This design comes from an exercise in tuning for small area and few clock cycles on the open sky130 flow, not from production work.
In this exercise RTL edits were held to simulation tests only and were not proved equivalent to the original.

==> inputs of job 3142 <==
==> flow/design.v <==
`timescale 1ns / 1ps
module framed_gamepad_report_mapper (
	input  logic               clk,
	input  logic               arst_n,
	input  logic               in_valid,
	output logic               in_stall,
	input  logic [7:0]         rx_byte,
	output logic               out_valid,
	input  logic               out_stall,
	output logic signed [15:0] stick_lx,
	output logic signed [15:0] stick_ly,
	output logic signed [15:0] stick_rx,
	output logic signed [15:0] stick_ry,
	output logic [7:0]         left_trigger,
	output logic [7:0]         right_trigger,
	output logic [15:0]        button_bits,
	output logic [3:0]         hat_dir,
	output logic [47:0]        gyro_xyz,
	output logic [47:0]        accel_xyz,
	output logic [1:0]         format_used,
	input  logic               cfg_valid,
	output logic               cfg_ready,
	input  logic [2:0]         cfg_index,
	input  logic [7:0]         cfg_data
);
	localparam logic [1:0] PH_START   = 2'd0;
	localparam logic [1:0] PH_LEN     = 2'd1;
	localparam logic [1:0] PH_PAYLOAD = 2'd2;
	localparam logic [1:0] PH_CHECK   = 2'd3;
	function automatic logic [14:0] dz_k(input logic [6:0] d);
		case (d)
			7'd0: dz_k = 15'd32767;
			7'd1: dz_k = 15'd32441;
			7'd2: dz_k = 15'd32113;
			7'd3: dz_k = 15'd31785;
			7'd4: dz_k = 15'd31458;
			7'd5: dz_k = 15'd31130;
			7'd6: dz_k = 15'd30802;
			7'd7: dz_k = 15'd30475;
			7'd8: dz_k = 15'd30147;
			7'd9: dz_k = 15'd29819;
			7'd10: dz_k = 15'd29492;
			7'd11: dz_k = 15'd29164;
			7'd12: dz_k = 15'd28836;
			7'd13: dz_k = 15'd28509;
			7'd14: dz_k = 15'd28181;
			7'd15: dz_k = 15'd27853;
			7'd16: dz_k = 15'd27526;
			7'd17: dz_k = 15'd27198;
			7'd18: dz_k = 15'd26870;
			7'd19: dz_k = 15'd26543;
			7'd20: dz_k = 15'd26215;
			7'd21: dz_k = 15'd25887;
			7'd22: dz_k = 15'd25560;
			7'd23: dz_k = 15'd25232;
			7'd24: dz_k = 15'd24904;
			7'd25: dz_k = 15'd24577;
			7'd26: dz_k = 15'd24249;
			7'd27: dz_k = 15'd23921;
			7'd28: dz_k = 15'd23594;
			7'd29: dz_k = 15'd23266;
			7'd30: dz_k = 15'd22938;
			7'd31: dz_k = 15'd22611;
			7'd32: dz_k = 15'd22283;
			7'd33: dz_k = 15'd21955;
			7'd34: dz_k = 15'd21628;
			7'd35: dz_k = 15'd21300;
			7'd36: dz_k = 15'd20972;
			7'd37: dz_k = 15'd20645;
			7'd38: dz_k = 15'd20317;
			7'd39: dz_k = 15'd19989;
			7'd40: dz_k = 15'd19662;
			7'd41: dz_k = 15'd19334;
			7'd42: dz_k = 15'd19006;
			7'd43: dz_k = 15'd18679;
			7'd44: dz_k = 15'd18351;
			7'd45: dz_k = 15'd18023;
			7'd46: dz_k = 15'd17696;
			7'd47: dz_k = 15'd17368;
			7'd48: dz_k = 15'd17040;
			7'd49: dz_k = 15'd16713;
			7'd50: dz_k = 15'd16385;
			7'd51: dz_k = 15'd16057;
			7'd52: dz_k = 15'd15730;
			7'd53: dz_k = 15'd15402;
			7'd54: dz_k = 15'd15074;
			7'd55: dz_k = 15'd14747;
			7'd56: dz_k = 15'd14419;
			7'd57: dz_k = 15'd14091;
			7'd58: dz_k = 15'd13764;
			7'd59: dz_k = 15'd13436;
			7'd60: dz_k = 15'd13108;
			7'd61: dz_k = 15'd12781;
			7'd62: dz_k = 15'd12453;
			7'd63: dz_k = 15'd12125;
			7'd64: dz_k = 15'd11798;
			7'd65: dz_k = 15'd11470;
			7'd66: dz_k = 15'd11142;
			7'd67: dz_k = 15'd10815;
			7'd68: dz_k = 15'd10487;
			7'd69: dz_k = 15'd10159;
			7'd70: dz_k = 15'd9832;
			7'd71: dz_k = 15'd9504;
			7'd72: dz_k = 15'd9176;
			7'd73: dz_k = 15'd8849;
			7'd74: dz_k = 15'd8521;
			7'd75: dz_k = 15'd8193;
			7'd76: dz_k = 15'd7866;
			7'd77: dz_k = 15'd7538;
			7'd78: dz_k = 15'd7210;
			7'd79: dz_k = 15'd6883;
			7'd80: dz_k = 15'd6555;
			7'd81: dz_k = 15'd6227;
			7'd82: dz_k = 15'd5900;
			7'd83: dz_k = 15'd5572;
			7'd84: dz_k = 15'd5244;
			7'd85: dz_k = 15'd4917;
			7'd86: dz_k = 15'd4589;
			7'd87: dz_k = 15'd4261;
			7'd88: dz_k = 15'd3934;
			7'd89: dz_k = 15'd3606;
			7'd90: dz_k = 15'd3278;
			7'd91: dz_k = 15'd2951;
			7'd92: dz_k = 15'd2623;
			7'd93: dz_k = 15'd2295;
			7'd94: dz_k = 15'd1968;
			7'd95: dz_k = 15'd1640;
			7'd96: dz_k = 15'd1312;
			7'd97: dz_k = 15'd985;
			7'd98: dz_k = 15'd657;
			7'd99: dz_k = 15'd329;
			7'd100: dz_k = 15'd1;
			default: dz_k = 15'd0;
		endcase
	endfunction
	function automatic logic [15:0] shape(input logic [15:0] v, input logic [14:0] k,
			input logic all, input logic flip, input logic pack);
		logic [14:0] x;
		logic [15:0] s;
		logic        inz;
		logic [15:0] w;
		logic [7:0]  h, l, up, lo;
		logic        nz, cin;
		x   = v[14:0] ^ {15{v[15]}};
		s   = {1'b0, x} + {1'b0, k} + 16'(v[15]);
		inz = all | ~s[15];
		w   = inz ? 16'h0000 : v;
		h   = w[15:8];
		l   = w[7:0];
		nz  = |l;
		if (pack)
			cin = flip ^ (w[15] & nz);
		else
			cin = flip & ~nz;
		up = (h ^ {8{flip}}) + 8'(cin);
		lo = (l ^ {8{flip}}) + 8'(flip);
		shape = pack ? {8'h00, ~up[7], up[6:0]} : {up, lo};
	endfunction
	logic [1:0]   ph_q;
	logic [4:0]   cnt_q;
	logic         is24_q;
	logic [7:0]   sum_q;
	logic [191:0] sr_q;
	logic         ov_q;
	logic [14:0]  k_l_q, k_r_q;
	logic         all_l_q, all_r_q;
	logic         flip_lx_q, flip_ly_q, flip_rx_q, flip_ry_q;
	logic [1:0]   mode_q;
	logic held, pay, acc, shift, good;
	logic [14:0] k_new;
	logic        all_new;
	assign cfg_ready = 1'b1;
	assign held     = ov_q & out_stall;
	assign pay      = (ph_q == PH_PAYLOAD);
	assign in_stall = held & pay & is24_q;
	assign acc      = in_valid & ~in_stall;
	assign shift    = in_valid & pay & ~held;
	assign good     = acc & (ph_q == PH_CHECK) & is24_q & (sum_q == rx_byte);
	always_ff @(posedge clk or negedge arst_n) begin
		if (!arst_n) begin
			ph_q <= PH_START;
			ov_q <= 1'b0;
		end else begin
			ov_q <= good | held;
			if (acc) begin
				case (ph_q)
					PH_START:   if (rx_byte == 8'hAA) ph_q <= PH_LEN;
					PH_LEN:     ph_q <= (rx_byte >= 8'd1 && rx_byte <= 8'd32) ? PH_PAYLOAD : PH_START;
					PH_PAYLOAD: if (cnt_q == 5'd0) ph_q <= PH_CHECK;
					default:    ph_q <= PH_START;
				endcase
			end
		end
	end
	always_ff @(posedge clk) begin
		if (acc) begin
			if (ph_q == PH_LEN) begin
				cnt_q  <= rx_byte[4:0] - 5'd1;
				is24_q <= (rx_byte == 8'd24);
				sum_q  <= 8'h00;
			end else begin
				cnt_q <= cnt_q - 5'd1;
				sum_q <= sum_q + rx_byte;
			end
		end
		if (shift)
			sr_q <= {rx_byte, sr_q[191:8]};
	end
	assign k_new   = dz_k(cfg_data[6:0]);
	assign all_new = (cfg_data > 8'd100);
	always_ff @(posedge clk or negedge arst_n) begin
		if (!arst_n) begin
			k_l_q     <= 15'd31130;
			k_r_q     <= 15'd31130;
			all_l_q   <= 1'b0;
			all_r_q   <= 1'b0;
			flip_lx_q <= 1'b0;
			flip_ly_q <= 1'b1;
			flip_rx_q <= 1'b0;
			flip_ry_q <= 1'b1;
			mode_q    <= 2'd0;
		end else if (cfg_valid) begin
			case (cfg_index)
				3'd0: begin k_l_q <= k_new; all_l_q <= all_new; end
				3'd1: begin k_r_q <= k_new; all_r_q <= all_new; end
				3'd2: flip_lx_q <= cfg_data[0];
				3'd3: flip_ly_q <= cfg_data[0];
				3'd4: flip_rx_q <= cfg_data[0];
				3'd5: flip_ry_q <= cfg_data[0];
				3'd6: mode_q    <= cfg_data[1:0];
				default: ;
			endcase
		end
	end
	logic pack;
	logic [15:0] btn;
	assign pack = (mode_q == 2'd2);
	assign btn  = sr_q[95:80];
	assign out_valid     = ov_q;
	assign stick_lx      = shape(sr_q[15:0],  k_l_q, all_l_q, flip_lx_q, pack);
	assign stick_ly      = shape(sr_q[31:16], k_l_q, all_l_q, flip_ly_q, pack);
	assign stick_rx      = shape(sr_q[47:32], k_r_q, all_r_q, flip_rx_q, pack);
	assign stick_ry      = shape(sr_q[63:48], k_r_q, all_r_q, flip_ry_q, pack);
	assign left_trigger  = sr_q[71:64];
	assign right_trigger = sr_q[79:72];
	assign button_bits   = btn;
	assign gyro_xyz      = sr_q[143:96];
	assign accel_xyz     = sr_q[191:144];
	assign format_used   = (mode_q == 2'd3) ? 2'd0 : mode_q;
	always_comb begin
		if (btn[4])
			hat_dir = btn[6] ? 4'd7 : (btn[7] ? 4'd1 : 4'd0);
		else if (btn[5])
			hat_dir = btn[6] ? 4'd5 : (btn[7] ? 4'd3 : 4'd2);
		else if (btn[6])
			hat_dir = 4'd6;
		else if (btn[7])
			hat_dir = 4'd4;
		else
			hat_dir = 4'd8;
	end
endmodule
==> flow/run.sh <==
#!/bin/bash
# synth_recipe.tcl (not shown) runs the flow's synth.tcl, then flattens the netlist and writes it again
# the make line also repeats each setting of config.mk as NAME=value (left out here)
make -C /OpenROAD-flow-scripts/flow DESIGN_CONFIG=/design/flow/config.mk WORK_HOME=/design/flow/orfs CLKGATE_MAP_FILE= SYNTH_SCRIPT=/design/flow/synth_recipe.tcl finish
==> flow/config.mk <==
export PLATFORM = sky130hd
export DESIGN_NAME = framed_gamepad_report_mapper
export DESIGN_NICKNAME = framed_gamepad_report_mapper
export VERILOG_FILES = /design/flow/design.v
export SDC_FILE = /design/flow/constraint.sdc
export NUM_CORES = 4
export LEC_CHECK = 0
export CAP_MARGIN = 20
export CORE_MARGIN = 2
export CORE_UTILIZATION = 40
export SLEW_MARGIN = 20
==> flow/constraint.sdc <==
create_clock -name core_clock -period 13.0 [get_ports {clk}]
set_input_delay 2.6000 -clock core_clock [delete_from_list [all_inputs] [get_ports {clk}]]
set_output_delay 2.6000 -clock core_clock [all_outputs]
set_load 0.01 [all_outputs]
==> job 9174 (differences from job 3142) <==
==> flow/flow/run.sh (new file) <==
#!/bin/bash
# Own flow: the standard layout (standard.sh), with the synthesis script swapped for
# flow/my_synth.tcl (same registers, area-oriented mapping of the combinational logic).
set -euo pipefail
W=$(pwd)
sed "s|SYNTH_SCRIPT=[^ ]*|SYNTH_SCRIPT=$W/flow/my_synth.tcl|" standard.sh > my_standard.sh
grep -q "SYNTH_SCRIPT=$W/flow/my_synth.tcl" my_standard.sh
bash my_standard.sh synth > synth.log 2>&1
bash my_standard.sh > layout.log 2>&1
==> flow/flow/area.abc (new file) <==
strash
&get -n
&deepsyn -T 120
&put
&get -n
&dch -f
&nf -R 1000
&put
topo
stime -c
==> flow/flow/my_synth.tcl (new file) <==
# The standard synthesis (synth_recipe.tcl) with two changes that touch only the combinational
# logic: Yosys's full-adder extraction is skipped, and ABC maps with an area-oriented script
# (flow/area.abc). Registers are mapped exactly as in the standard synthesis.
set my_abc_script [file join [file dirname [file normalize [info script]]] area.abc]
proc synth {args} { yosys synth -nofsm -noshare {*}$args }
proc extract_fa {args} { puts "extract_fa skipped" }
proc abc {args} {
  set i [lsearch $args -script]
  if { $i >= 0 } { set args [lreplace $args [expr {$i+1}] [expr {$i+1}] $::my_abc_script] }
  yosys abc {*}$args
}
source $::env(SCRIPTS_DIR)/synth.tcl
# left out here: clear keep_hierarchy, flatten, clean up, hide names made inside functions, write 1_2_yosys.v
==> flow/standard.sh (new file) <==
#!/bin/bash
# synth_recipe.tcl (not shown) runs the flow's synth.tcl, then flattens the netlist and writes it again
# the make line also repeats each setting of config.mk as NAME=value (left out here)
make -C /OpenROAD-flow-scripts/flow DESIGN_CONFIG=/design/flow/config.mk WORK_HOME=/design/flow/orfs CLKGATE_MAP_FILE= SYNTH_SCRIPT=/design/flow/synth_recipe.tcl "${@:-finish}"
removed: flow/run.sh
==> flow_metrics.py <==
metrics = {
    "sta": {
        "skew_ns": 0.0103,
    },
    "die": {
        "fp-row-count": 66,
    },
    "cells_and_area": {
        "seq_area_frac": 0.455,
    },
    "run_status": {
        "outcome": "no timing/DRC/antenna violations",
    },
}
Source of the figures above: job 9174

==> flow_metrics.py <==
metrics = {
    "sta": {
        "slew_violations": 0,
        "skew_ns": 0.00827,
    },
    "die": {
        "tapCellCount": 532,
    },
    "cells_and_area": {
        "seq_area_frac": 0.377,
    },
    "run_status": {
        "outcome": "no timing/DRC/antenna violations",
    },
}
Source of the figures above: job 3142

Testbench counts of job 3142, summed over its fixed seeds: cycles 41,880.
Testbench counts of job 9174, summed over its fixed seeds: cycles 41,880.

[port drivers added, routing unchanged]
In the flow no input, the clock included, has a driving cell. The finished layouts below were timed again as built, in two steps.
Step 1 assumes that a clkbuf_16 drives the clock port and a buf_2 every other input.
Step 2 adds t to the input delays and takes it off the output delays; t is the mean of the earliest and latest rising clock arrival at the registers after step 1. Input paths then give back, and output paths get back, about the clock's delay inside the block.
a / b / c = ideal / step 1 / step 2; a / b = the first two.
run | t, ns | setup WS [ns] | clock arrival spread, ns
job 3142 | 0.603 | 4.542 / 4.494 / 5.096 | 0.010 / 0.011
job 9174 | 0.581 | 5.008 / 4.961 / 5.543 | 0.013 / 0.013
After both steps every run listed still meets setup and hold.
